Context: an optimization exercise on an open-source flow, tuned for a short achievable clock period and few clock cycles. The choices shown serve that exercise and are no tape-out recipe. Function was checked by simulation only, so behaviour that the tests miss may differ from the original. Power figures rest on the tool's default switching activity, not on a simulated workload.

**config.mk**
```make
export PLATFORM = sky130hd
export DESIGN_NAME = cpu_pipeline
export DESIGN_NICKNAME = cpu_pipeline
export VERILOG_FILES = /design/flow/design.v
export SDC_FILE = /design/flow/constraint.sdc
export NUM_CORES = 4
export LEC_CHECK = 0
export ABC_AREA = 1
export CAP_MARGIN = 20
export CORE_MARGIN = 2
export CORE_UTILIZATION = 40
export SETUP_SLACK_MARGIN = 4.2
export SLEW_MARGIN = 20
```
**constraint.sdc**
```tcl
create_clock -name core_clock -period 6.5 [get_ports {clk}]
set_input_delay 1.3000 -clock core_clock [delete_from_list [all_inputs] [get_ports {clk}]]
set_output_delay 1.3000 -clock core_clock [all_outputs]
set_load 0.01 [all_outputs]
```
**design.v**
```verilog
package rv32i_isa_pkg;
  typedef logic [32-1:0] rv32i_word;
  typedef logic [$clog2(32)-1:0] rv32i_reg;
  typedef logic [3:0] byte_mask;   
  typedef enum logic [6:0] {
    op_lui   = 7'b0110111,
    op_load  = 7'b0000011,
    op_store = 7'b0100011,
    op_imm   = 7'b0010011,
    op_reg   = 7'b0110011
  } rv32i_opcode_e;
  typedef enum logic [2:0] {
    f3_add  = 3'b000,   
    f3_sll  = 3'b001,
    f3_slt  = 3'b010,
    f3_sltu = 3'b011,
    f3_xor  = 3'b100,
    f3_sr   = 3'b101,   
    f3_or   = 3'b110,
    f3_and  = 3'b111
  } arith_funct3_e;
  typedef enum logic [2:0] {
    mem_word = 3'b010
  } mem_width_e;
  typedef enum logic [3:0] {
    alu_add, alu_sub, alu_sll, alu_slt, alu_sltu,
    alu_xor, alu_srl, alu_sra, alu_or, alu_and
  } alu_op_e;
endpackage
package pipe_pkg;
  typedef enum logic [1:0] {wb_alu, wb_imm, wb_load} wb_sel_e;
  typedef enum logic [1:0] {fwd_none, fwd_mem, fwd_wrb} fwd_sel_e;
  typedef struct packed {
    logic      valid;
    logic [31:0] pc;
    logic [31:0] instr;
  } fetch_word_t;
  typedef struct packed {
    logic          valid;
    logic [6:0]   opcode;
    logic [4:0]   rs1;
    logic [4:0]   rs2;
    logic [4:0]   rd;
    logic          has_rd;
    logic [3:0]    alu_op;
    logic          use_imm;   
    logic [31:0] imm;
    logic          mem_read;
    logic          mem_write;
    wb_sel_e       wb_sel;
    logic [31:0] rs1_data;
    logic [31:0] rs2_data;
  } exe_ctrl_t;
  typedef struct packed {
    logic      valid;
    logic [4:0] rd;
    logic      has_rd;
    logic      mem_read;
    logic      mem_write;
    wb_sel_e   wb_sel;
    logic [31:0] alu_out;   
    logic [31:0] imm;
    logic [31:0] store_data;
  } mem_ctrl_t;
  typedef struct packed {
    logic      valid;
    logic [4:0] rd;
    logic      has_rd;
    logic [31:0] result;
  } wrb_ctrl_t;
endpackage
module ks_add32 (
  input  logic [31:0] a,
  input  logic [31:0] b,
  input  logic        cin,
  output logic [31:0] sum
);
  logic [31:0] p;
  logic [31:0] gl [0:5];
  logic [31:0] pl [0:5];
  logic        g0;
  assign p  = a ^ b;
  assign g0 = (a[0] & b[0]) | (p[0] & cin);
  always_comb begin
    gl[0] = a & b;
    gl[0][0] = g0;
    pl[0] = p;
    for (int k = 1; k <= 5; k++) begin
      for (int i = 0; i < 32; i++) begin
        if (i >= (1 << (k - 1))) begin
          gl[k][i] = gl[k-1][i] | (pl[k-1][i] & gl[k-1][i - (1 << (k - 1))]);
          pl[k][i] = pl[k-1][i] & pl[k-1][i - (1 << (k - 1))];
        end else begin
          gl[k][i] = gl[k-1][i];
          pl[k][i] = pl[k-1][i];
        end
      end
    end
    gl[1][1] = (a[1] & b[1]) | (p[1] & a[0] & b[0]) | (p[1] & p[0] & cin);
    for (int k = 2; k <= 5; k++) gl[k][1] = gl[1][1];
  end
  assign sum = p ^ {gl[5][30:0], cin};
endmodule
module lt_cmp31 (
  input  logic [30:0] a,
  input  logic [30:0] b,
  output logic        lt
);
  logic [31:0] l [0:5];
  logic [31:0] e [0:5];
  always_comb begin
    l[0] = {1'b0, ~a & b};
    e[0] = {1'b1, ~(a ^ b)};
    for (int k = 1; k <= 5; k++) begin
      for (int i = 0; i < 32; i++) begin
        if (i[k-1]) begin
          l[k][i] = l[k-1][i] | (e[k-1][i] & l[k-1][((i >> (k - 1)) << (k - 1)) - 1]);
          e[k][i] = e[k-1][i] & e[k-1][((i >> (k - 1)) << (k - 1)) - 1];
        end else begin
          l[k][i] = l[k-1][i];
          e[k][i] = e[k-1][i];
        end
      end
    end
  end
  assign lt = l[5][30];
endmodule
module cpu_pipeline (
  input  logic                     clk,
  input  logic                     rst,
  input  logic                     instr_mem_resp,
  input  rv32i_isa_pkg::rv32i_word instr_mem_rdata,
  input  logic                     data_mem_resp,
  input  rv32i_isa_pkg::rv32i_word data_mem_rdata,
  output logic                     instr_read,
  output rv32i_isa_pkg::rv32i_word instr_mem_address,
  output logic                     data_read,
  output logic                     data_write,
  output rv32i_isa_pkg::byte_mask  data_mbe,
  output rv32i_isa_pkg::rv32i_word data_mem_address,
  output rv32i_isa_pkg::rv32i_word data_mem_wdata
);
  localparam int QD = 4;   
  logic [29:0] pc;           
  logic [29:0] pc_ao;        
  logic        fetch_on;     
  logic [31:0] q [0:QD-1];   
  logic        d_valid;      
  logic [31:0] d_instr;
  logic [31:1] d_oh1;        
  logic [31:1] d_oh2;
  logic        x_valid;
  logic [4:0]  x_rs1, x_rs2, x_rd;
  logic        x_uses1, x_op, x_ld, x_st, x_wr;
  logic [31:0] x_r1, x_r2;   
  logic [31:0] x_b;          
  logic        x_arith;
  logic        x_sel_add, x_sel_sub, x_sel_sll, x_sel_sr, x_sel_slt, x_sel_sltu;
  logic        x_sel_xor, x_sel_or, x_sel_and, x_sel_lui;
  logic        e_wr;         
  logic        e_load;
  logic        e_store;
  logic [4:0]  e_rd;
  logic [31:0] e_a;          
  logic [31:0] e_bx;         
  logic        e_sub;
  logic [31:0] e_sd;         
  logic        e_fsd_ld;     
  logic        e_fsd;        
  logic        e_arith;      
  logic        e_sel_add, e_sel_sll, e_sel_sr, e_sel_slt, e_sel_sltu;
  logic        e_sel_xor, e_sel_or, e_sel_and, e_sel_lui;
  logic        m_rdreq;
  logic        m_wrreq;
  logic        m_acc;        
  logic        m_wr;
  logic        m_load;
  logic [4:0]  m_rd;
  logic [31:0] m_res;        
  logic [31:0] m_sd;
  logic        w_wr;
  logic [4:0]  w_rd;
  logic [31:0] w_res;
  logic        w2_wr;
  logic [4:0]  w2_rd;
  logic [31:0] w2_res;
  logic [31:0] rf [1:32-1];
  logic        rst_q;
  assign instr_read        = fetch_on;
  assign instr_mem_address = {pc, 2'b00};
  assign data_read         = m_rdreq;
  assign data_write        = m_wrreq;
  assign data_mbe          = {4{m_acc}};
  assign data_mem_address  = {m_res[31:2], 2'b00};
  assign data_mem_wdata    = m_sd;
  logic m_stall;     
  logic load_stall;  
  logic x_go;        
  logic x_load;      
  logic if_load;     
  assign m_stall = m_acc & ~(data_mem_resp & instr_mem_resp);
  assign x_go    = !m_stall && !load_stall;
  assign x_load  = !x_valid || x_go;
  assign if_load = !d_valid || x_load;
  logic [6:0] opc;
  logic [2:0] f3;
  logic [4:0] rs1, rs2, rd;
  logic       is_lui, is_imm, is_op, is_ld, is_st, is_alu;
  logic [31:0] imm;
  assign opc = d_instr[6:0];
  assign f3  = d_instr[14:12];
  assign rs1 = d_instr[19:15];
  assign rs2 = d_instr[24:20];
  assign rd  = d_instr[11:7];
  assign is_lui = opc == 7'b0110111;
  assign is_imm = opc == 7'b0010011;
  assign is_op  = opc == 7'b0110011;
  assign is_ld  = opc == 7'b0000011 && f3 == 3'b010;
  assign is_st  = opc == 7'b0100011 && f3 == 3'b010;
  assign is_alu = is_imm || is_op;
  always_comb begin
    if (is_lui)     imm = {d_instr[31:12], 12'b0};
    else if (is_st) imm = {{20{d_instr[31]}}, d_instr[31:25], d_instr[11:7]};
    else            imm = {{20{d_instr[31]}}, d_instr[31:20]};
  end
  logic [31:0] rf1, rf2;
  always_comb begin
    rf1 = '0;
    rf2 = '0;
    for (int i = 1; i < 32; i++) begin
      rf1 |= rf[i] & {32{d_oh1[i]}};
      rf2 |= rf[i] & {32{d_oh2[i]}};
    end
  end
  always_ff @(posedge clk) begin
    if (rst) x_valid <= 1'b0;
    else if (x_load) x_valid <= d_valid;
  end
  always_ff @(posedge clk) begin
    if (x_load) begin
      x_rs1      <= rs1;
      x_rs2      <= rs2;
      x_rd       <= rd;
      x_uses1    <= is_alu || is_ld || is_st;
      x_op       <= is_op;
      x_ld       <= is_ld;
      x_st       <= is_st;
      x_wr       <= (is_lui || is_alu || is_ld) && rd != 5'd0;
      x_r1       <= rf1;
      x_r2       <= rf2;
      x_b        <= is_op ? rf2 : imm;
      x_arith    <= d_instr[30];
      x_sel_add  <= (is_alu && f3 == 3'b000 && !(is_op && d_instr[30])) || is_ld || is_st;
      x_sel_sub  <= is_op && f3 == 3'b000 && d_instr[30];
      x_sel_sll  <= is_alu && f3 == 3'b001;
      x_sel_slt  <= is_alu && f3 == 3'b010;
      x_sel_sltu <= is_alu && f3 == 3'b011;
      x_sel_xor  <= is_alu && f3 == 3'b100;
      x_sel_sr   <= is_alu && f3 == 3'b101;
      x_sel_or   <= is_alu && f3 == 3'b110;
      x_sel_and  <= is_alu && f3 == 3'b111;
      x_sel_lui  <= is_lui;
    end else begin
      if (w_hit1) x_r1 <= w_res;
      else if (w2_hit1) x_r1 <= w2_res;
      if (w_hit2) x_r2 <= w_res;
      else if (w2_hit2) x_r2 <= w2_res;
      if (x_op) begin
        if (w_hit2) x_b <= w_res;
        else if (w2_hit2) x_b <= w2_res;
      end
    end
  end
  logic e_hit1, e_hit2, m_hit1, m_hit2, w_hit1, w_hit2;
  assign e_hit1 = e_wr && e_rd == x_rs1;
  assign e_hit2 = e_wr && e_rd == x_rs2;
  assign m_hit1 = m_wr && m_rd == x_rs1;
  assign m_hit2 = m_wr && m_rd == x_rs2;
  assign w_hit1 = w_wr && w_rd == x_rs1;
  assign w_hit2 = w_wr && w_rd == x_rs2;
  logic w2_hit1, w2_hit2;
  assign w2_hit1 = w2_wr && w2_rd == x_rs1;
  assign w2_hit2 = w2_wr && w2_rd == x_rs2;
  assign load_stall = x_valid && e_load && ((x_uses1 && e_hit1) || (x_op && e_hit2));
  logic [31:0] m_fwd, v1, v2, vb;
  assign m_fwd = m_load ? data_mem_rdata : m_res;
  assign v1 = m_hit1 ? m_fwd : w_hit1 ? w_res : w2_hit1 ? w2_res : x_r1;
  assign v2 = m_hit2 ? m_fwd : w_hit2 ? w_res : w2_hit2 ? w2_res : x_r2;
  assign vb = !x_op ? x_b : m_hit2 ? m_fwd : w_hit2 ? w_res : w2_hit2 ? w2_res : x_b;
  logic [QD-1:0] q_head, q_tail, q_fill;
  logic          q_empty, q_full, fetched, pop, push;
  logic [31:0]   q_out;
  assign q_empty = !q_fill[0];
  assign q_full  = q_fill[QD-1];
  assign fetched = fetch_on && instr_mem_resp && !q_full;
  assign pop     = if_load && !q_empty;
  assign push    = fetched && !(if_load && q_empty);
  always_comb begin
    q_out = '0;
    for (int i = 0; i < QD; i++) q_out |= q[i] & {32{q_head[i]}};
  end
  always_ff @(posedge clk) begin
    if (rst) begin
      fetch_on <= 1'b0;
      d_valid  <= 1'b0;
      q_head   <= QD'(1);
      q_tail   <= QD'(1);
      q_fill   <= '0;
    end else begin
      fetch_on <= 1'b1;
      if (if_load) d_valid <= !q_empty || fetched;
      if (pop)  q_head <= {q_head[QD-2:0], q_head[QD-1]};
      if (push) q_tail <= {q_tail[QD-2:0], q_tail[QD-1]};
      if (push && !pop) q_fill <= {q_fill[QD-2:0], 1'b1};
      else if (pop && !push) q_fill <= {1'b0, q_fill[QD-1:1]};
    end
  end
  always_ff @(posedge clk) begin
    for (int i = 0; i < QD; i++)
      if (fetched && q_tail[i]) q[i] <= instr_mem_rdata;
  end
  logic [29:0] pc_p1, p1_ao;
  assign pc_p1 = pc ^ pc_ao;
  always_comb begin
    p1_ao[0] = 1'b1;
    for (int i = 1; i < 30; i++) p1_ao[i] = p1_ao[i-1] & pc_p1[i-1];
  end
  logic        pc_en;
  logic [29:0] pc_d, pc_ao_d;
  assign pc_en   = rst || fetched;
  assign pc_d    = (pc_p1 & {30{!rst}}) | (30'(32'h8000_0000 >> 2) & {30{rst}});
  assign pc_ao_d = (p1_ao & {30{!rst}}) | (30'd1 & {30{rst}});   
  always_ff @(posedge clk) begin
    if (pc_en) begin
      pc    <= pc_d;
      pc_ao <= pc_ao_d;
    end
  end
  logic [31:0] d_src;
  assign d_src = q_empty ? instr_mem_rdata : q_out;
  always_ff @(posedge clk) begin
    if (if_load) begin
      d_instr <= d_src;
      for (int i = 1; i < 32; i++) begin
        d_oh1[i] <= d_src[19:15] == 5'(i);
        d_oh2[i] <= d_src[24:20] == 5'(i);
      end
    end
  end
  logic [31:0] sum, shl, shr, res_o, res;
  logic        lt_low, sgn_ne, slt, sltu;
  ks_add32 u_add (.a(e_a), .b(e_bx), .cin(e_sub), .sum(sum));
  lt_cmp31 u_lt (.a(e_a[30:0]), .b(e_bx[30:0]), .lt(lt_low));
  assign sgn_ne = e_a[31] ^ e_bx[31];
  assign slt    = sgn_ne ? e_a[31] : lt_low;
  assign sltu   = sgn_ne ? e_bx[31] : lt_low;
  assign shl    = e_a << e_bx[4:0];
  assign shr    = 32'($signed({e_arith & e_a[31], e_a}) >>> e_bx[4:0]);
  assign res_o = ({32{e_sel_sll}}  & shl) |
                 ({32{e_sel_sr}}   & shr) |
                 ({32{e_sel_slt}}  & {31'd0, slt}) |
                 ({32{e_sel_sltu}} & {31'd0, sltu}) |
                 ({32{e_sel_xor}}  & (e_a ^ e_bx)) |
                 ({32{e_sel_or}}   & (e_a | e_bx)) |
                 ({32{e_sel_and}}  & (e_a & e_bx)) |
                 ({32{e_sel_lui}}  & e_bx);
  assign res = ({32{e_sel_add}} & sum) | res_o;
  function automatic logic [31:0] byp(logic hit, logic [31:0] other);
    byp = ({32{hit & e_sel_add}} & sum) | (hit ? res_o : other);
  endfunction
  always_ff @(posedge clk) begin
    if (rst) begin
      e_wr    <= 1'b0;
      e_load  <= 1'b0;
      e_store <= 1'b0;
    end else if (!m_stall) begin
      e_wr    <= x_valid && x_wr && !load_stall;
      e_load  <= x_valid && x_ld && !load_stall;
      e_store <= x_valid && x_st && !load_stall;
    end
  end
  always_ff @(posedge clk) begin
    if (!m_stall) begin
      e_rd       <= x_rd;
      e_a        <= byp(e_hit1, v1);
      e_bx       <= byp(e_hit2 && x_op, vb) ^ {32{x_sel_sub}};
      e_sub      <= x_sel_sub;
      e_sd       <= v2;
      e_fsd      <= e_hit2 && !e_load;
      e_fsd_ld   <= e_hit2 && e_load;
      e_arith    <= x_arith;
      e_sel_add  <= x_sel_add || x_sel_sub;
      e_sel_sll  <= x_sel_sll;
      e_sel_slt  <= x_sel_slt;
      e_sel_sltu <= x_sel_sltu;
      e_sel_xor  <= x_sel_xor;
      e_sel_sr   <= x_sel_sr;
      e_sel_or   <= x_sel_or;
      e_sel_and  <= x_sel_and;
      e_sel_lui  <= x_sel_lui;
    end
  end
  always_ff @(posedge clk) begin
    if (rst) begin
      m_rdreq <= 1'b0;
      m_wrreq <= 1'b0;
      m_acc   <= 1'b0;
      m_wr    <= 1'b0;
      m_load  <= 1'b0;
    end else if (!m_stall) begin
      m_rdreq <= e_load;
      m_wrreq <= e_store;
      m_acc   <= e_load || e_store;
      m_wr    <= e_wr;
      m_load  <= e_load;
    end
  end
  always_ff @(posedge clk) begin
    if (!m_stall) begin
      m_rd  <= e_rd;
      m_res <= res;
      m_sd  <= e_fsd_ld ? data_mem_rdata : e_fsd ? m_res : e_sd;
    end
  end
  always_ff @(posedge clk) begin
    if (rst) w_wr <= 1'b0;
    else     w_wr <= m_wr && !m_stall;
  end
  always_ff @(posedge clk) begin
    w_rd  <= m_rd;
    w_res <= m_fwd;
  end
  always_ff @(posedge clk) begin
    if (rst) w2_wr <= 1'b0;
    else     w2_wr <= w_wr;
  end
  always_ff @(posedge clk) begin
    w2_rd  <= w_rd;
    w2_res <= w_res;
  end
  always_ff @(posedge clk) rst_q <= rst;
  always_ff @(posedge clk) begin
    if (rst_q) begin
      for (int i = 1; i < 32; i++) rf[i] <= '0;
    end else if (w_wr) begin
      rf[w_rd] <= w_res;
    end
  end
endmodule
```
**run.sh**
```bash
#!/bin/bash
# synth_recipe.tcl (not shown) runs the flow's synth.tcl, then flattens the netlist and writes it again
# the make line also repeats each setting of config.mk as NAME=value (left out here)
make -C /OpenROAD-flow-scripts/flow DESIGN_CONFIG=/design/flow/config.mk WORK_HOME=/design/flow/orfs CLKGATE_MAP_FILE= SYNTH_SCRIPT=/design/flow/synth_recipe.tcl finish
```
==> tab_implementation.tex <==
\begin{tabular}{lr}
\hline
Metric & Value \\
\hline
\multicolumn{2}{l}{\textbf{Yosys}} \\
\quad Part of the Yosys area used for sequential elements & 58.0\% \\
\quad Post-synthesis cell area & 84300 sq um \\
\quad Post-synthesis instance total & 9392 \\
\quad FFs w/ async S/R, synth & 0\% \\
\quad Synth top area share & 54.1\% \\
\quad Top cells by area, synth & sky130\_fd\_sc\_hd\_\_edfxtp\_1, sky130\_fd\_sc\_hd\_\_nand2\_1, sky130\_fd\_sc\_hd\_\_nor2\_1 \\
\quad Post-Syn Area per Cell & 8.97 sq um \\
\quad Number of enable flip-flop cells after synthesis & 1518 \\
\quad Post-synth top flop & sky130\_fd\_sc\_hd\_\_edfxtp\_1 \\
\quad Most used standard cell by instance count after synthesis & sky130\_fd\_sc\_hd\_\_nand2\_1 \\
\quad Flop and latch count out of synthesis & 1681 \\
\quad Number of distinct standard cells referenced by the synthesized netlist & 61 \\
\quad Yosys Warn Count & 8 \\
\quad Dominant cell type by area after synthesis & sky130\_fd\_sc\_hd\_\_edfxtp\_1 \\
\quad Most common library cells after synthesis & sky130\_fd\_sc\_hd\_\_nand2\_1, sky130\_fd\_sc\_hd\_\_edfxtp\_1, sky130\_fd\_sc\_hd\_\_nor2\_1 \\
\multicolumn{2}{l}{\textbf{Placed design}} \\
\quad PortBufs & 166 \\
\quad Post-DP HPWL & 261000 um \\
\quad Final weighted congestion in routability-driven placement & 1.07 \\
\quad Post-placement setup slack & 2.32 ns \\
\multicolumn{2}{l}{\textbf{Cells and area}} \\
\quad Area growth syn-to-layout & 34.9\% \\
\quad Reg area & 48900 sq um \\
\quad Max FFs per register & 992 \\
\quad Multi-input combinational cell area & 38400 sq um \\
\quad Number of nets in the finished design & 10357 \\
\quad Fillers & 18086 \\
\quad Largest register by flop count & rf \\
\quad Largest registers & rf (992), q (128) \\
\quad Layout cells sized above 1 & 26.7\% \\
\multicolumn{2}{l}{\textbf{Floorplanning}} \\
\quad Vert. Die Dim & 463 um \\
\quad Total Die Area & 214000 sq um \\
\quad Horizontal die dimension & 463 um \\
\quad Count of pins on the block boundary & 171 \\
\quad Core area & 210000 sq um \\
\quad Num rows & 168 \\
\quad Effective utilization at floorplan & 40.2\% \\
\multicolumn{2}{l}{\textbf{Timing}} \\
\quad Relative slew margins & 12.9\% \\
\quad Final number of max-transition violations & 0 \\
\quad Finish-stage setup viols & 0 \\
\quad Period utilisation layout & 46.4\% \\
\quad Measured slew at the worst slew-check pin & 1.31 ns \\
\quad Final hold violations & 0 \\
\quad Minimum setup slack in the final design & 3.48 ns \\
\quad Min cycle time layout & 3.02 ns \\
\quad Fin Setup TNS & 0 ns \\
\quad Maximum clock frequency & 0.332 GHz \\
\quad Unrepaired setup endpoints after global routing & true \\
\quad Maximum clock skew at final layout & 0.0653 ns \\
\multicolumn{2}{l}{\textbf{Critical path}} \\
\quad Critical-path maximum fanout & 6 \\
\quad Sort of element at the end of the critical path & flip-flop \\
\quad Max stage delay on crit path & 0.67 ns \\
\quad Cell Chain, Critical Path & buf\_12 > buf\_16 > buf\_8 > nand2\_2 > nand4\_1 > a211oi\_4 > nand4\_1 > nor4\_2 > nor2\_1 \\
\quad Cell type with the highest occurrence count on the critical path & sky130\_fd\_sc\_hd\_\_nand4\_1 \\
\quad Required time at the worst-slack endpoint & 7.24 ns \\
\quad Category of the most critical setup path & reg -> reg \\
\quad Worst-path cell with the longest stage delay & sky130\_fd\_sc\_hd\_\_nand4\_1 \\
\quad Setup crit start kind & flip-flop \\
\quad Data arrival time of the worst path & 3.76 ns \\
\multicolumn{2}{l}{\textbf{CTS}} \\
\quad Clock slew seen by the registers of the worst setup and hold paths & 0.06 ns \\
\quad Total CTS buffers & 183 \\
\quad Maximum level of the CTS H-tree & 4 \\
\quad Clock Root Buffer & sky130\_fd\_sc\_hd\_\_clkbuf\_16 \\
\quad Sinks on Clock Net & 1681 \\
\quad CTS max path bufs & 3 \\
\quad CTS tree & done \\
\quad Source-to-sink clock delay at the later pin of the worst-skew pair & 0.91 ns \\
\multicolumn{2}{l}{\textbf{Drt}} \\
\quad Post-detailed-route count of antenna-violating nets & 0 \\
\quad Per-cell via count in the routed design & 6.59 \\
\quad WL/cell & 35.3 um \\
\quad Initial drt markers & 17011 \\
\quad Total number of vias & 86912 \\
\quad Drc violations & 0 \\
\quad Drt pass-1 iters & 13 \\
\quad Final routed wirelength across all metal layers & 466000 um \\
\multicolumn{2}{l}{\textbf{Job}} \\
\quad Number of max-cap violations & 0 \\
\multicolumn{2}{l}{\textbf{Global routing}} \\
\quad Total global-route track usage & 40.5\% \\
\quad Antenna violations before repair & 40 \\
\quad Pin count of the biggest net entering global routing & 77 \\
\quad Number of global-route vias before repair & 77412 \\
\quad Global-route wire length before repair & 610000 um \\
\quad Congestion Overflow GR & 0 \\
\multicolumn{2}{l}{\textbf{Pwr}} \\
\quad PD cells & 354 nW/um\^{}2 \\
\quad Leakage power & 0.0440 uW \\
\quad Maximum vdd ir drop & 0.336 mV \\
\multicolumn{2}{l}{\textbf{Status}} \\
\quad Outcome & finished clean \\
\multicolumn{2}{l}{\textbf{Worst hold path}} \\
\quad Type of the most critical hold path & reg -> reg \\
\hline
\end{tabular}
==> metrics by stage <==
step / total power [uW] / hold WS, ns / instances / utilization (%) / area (sq um)
4_1_cts: 37300 / 0.363 / 12858 / 51.0 / 107000
2_1_floorplan: 18900 / 0.338 / 9395 / - / 84800
3_3_place_gp: 23400 / 0.348 / 11944 / 42.6 / 89300
3_5_place_dp: 23500 / 0.355 / 11949 / 42.6 / 89400
5_1_grt: 40800 / 0.365 / 13161 / 54.2 / 114000
6_report: 40200 / 0.365 / 13183 / 54.2 / 114000
==> path summary, 6_finish.rpt <==
kind,startpoint,endpoint,slack (ns),cells past startpoint
max,d_oh1[18],x_r1[3],3.48,9
min,w_res[1],w2_res[1],0.37,0
max reg2reg,d_oh1[18],x_r1[3],3.48,9
min reg2reg,w_res[1],w2_res[1],0.37,0
==> cell usage in the layout, fill, tap and decap left out, types with 38 or more instances in the layout <==
master and instances:
sky130_fd_sc_hd__clkbuf_1 44, sky130_fd_sc_hd__clkdlybuf4s50_1 65, sky130_fd_sc_hd__o21ai_2 108, sky130_fd_sc_hd__buf_8 38, sky130_fd_sc_hd__clkinv_1 43, sky130_fd_sc_hd__o21ai_4 39, sky130_fd_sc_hd__inv_1 382, sky130_fd_sc_hd__buf_4 576
sky130_fd_sc_hd__o21ai_0 140, sky130_fd_sc_hd__nand3_4 49, sky130_fd_sc_hd__o211ai_1 60, sky130_fd_sc_hd__nor2_4 48, sky130_fd_sc_hd__buf_6 244, sky130_fd_sc_hd__nand2_8 44, sky130_fd_sc_hd__dfxtp_1 152, sky130_fd_sc_hd__nand3_2 122
sky130_fd_sc_hd__o21ai_1 120, sky130_fd_sc_hd__nand2_2 301, sky130_fd_sc_hd__buf_12 140, sky130_fd_sc_hd__nand3_1 281, sky130_fd_sc_hd__buf_16 65, sky130_fd_sc_hd__inv_2 48, sky130_fd_sc_hd__buf_2 67, sky130_fd_sc_hd__nand2_1 2377
sky130_fd_sc_hd__a221oi_1 105, sky130_fd_sc_hd__nor2_2 47, sky130_fd_sc_hd__nor2_1 1348, sky130_fd_sc_hd__ha_1 56, sky130_fd_sc_hd__edfxtp_1 1518, sky130_fd_sc_hd__clkbuf_16 206, sky130_fd_sc_hd__nand4_1 345, sky130_fd_sc_hd__a21oi_1 161
sky130_fd_sc_hd__a22o_1 124, sky130_fd_sc_hd__nand2_4 98, sky130_fd_sc_hd__a21oi_2 82
==> power breakdown <==
group,leakage [uW],switching (uW),internal (uW)
clock,0.00293,4740,6020
combinational,0.0238,9950,5540
sequential,0.0173,939,13000
total,0.0440,15600,24600
==> worst max-delay path: cells and delay by family, from the launching register on <==
family                 cells  cell delay, ns
flip-flops                 1            0.41
AO/OA/AOI/OAI              1            0.54
buffers and inverters      3            0.49
AND/OR/NAND/NOR            5            1.42
==> cell families after synthesis <==
family	Yosys count	synth area share [%]
simple gates	5176	25.1
flops	1681	58.0
compound gates	1262	9.66
buf+inv	1137	5.37
fa+ha+maj	100	1.50
xor+xnor	32	0.333
mux	3	0.0356
other cells	1	0.00445
==> timing repair <==
action | in CTS | in global routing
gates cloned | 87 | 29
hold buffers | 0 | 0
endpoints found under the setup margin | 2743 | 1159
resized for setup | 1981 | 984
pin swaps | 400 | 527
setup buffers | 477 | 265
==> layer usage <==
layer | global-route usage, % | wire length (um) | up-vias
li1 | - | - | 34037
met1 | 48.2 | 152000 | 41378
met2 | 55.7 | 180000 | 8651
met3 | 20.1 | 82800 | 2777
met4 | 29.5 | 48000 | 69
met5 | 4.06 | 2520 | -
==> layout make-up <==
type                    count  area share (%)
repair buffers           1245            12.9
inverters                 467            1.70
well taps                2805            3.09
diodes                     29          0.0638
flip-flops and latches   1681            43.0
multi-input cells        6599            33.8
clock inverters           110            1.03
repair inverters           12           0.141
clock buffers             235            4.29
Testbench counts, summed over its fixed seeds: cycles 33,769.

==> afterwards: timing with drivers on the ports <==
The flow's constraints put no driver on any port. The routed layout listed below was extracted and timed again, unchanged, in two steps. Step 1, drivers: a clkbuf_16 drives clk and a buf_2 each remaining input, both assumed. Step 2 moves the port delays by t, midway between the first and last clock arrival at a register: inputs arrive t later, outputs are due t later. That takes back most of the time a late clock gives input paths. Slacks: no drivers / after step 1 / after step 2; pairs: no drivers / after step 1.
t (ns): 0.990
setup WS [ns]: 3.485 / 3.439 / 2.977
hold WS [ns]: 0.365 / 0.365 / 0.365
slew at the worst register clock pin (ns): 0.07 / 0.07
pins driven straight from the clock port: 1
After both steps this run still meets setup and hold. For this run, drivers alone change the setup slack by -0.046 ns; drivers and shift together by -0.508 ns.
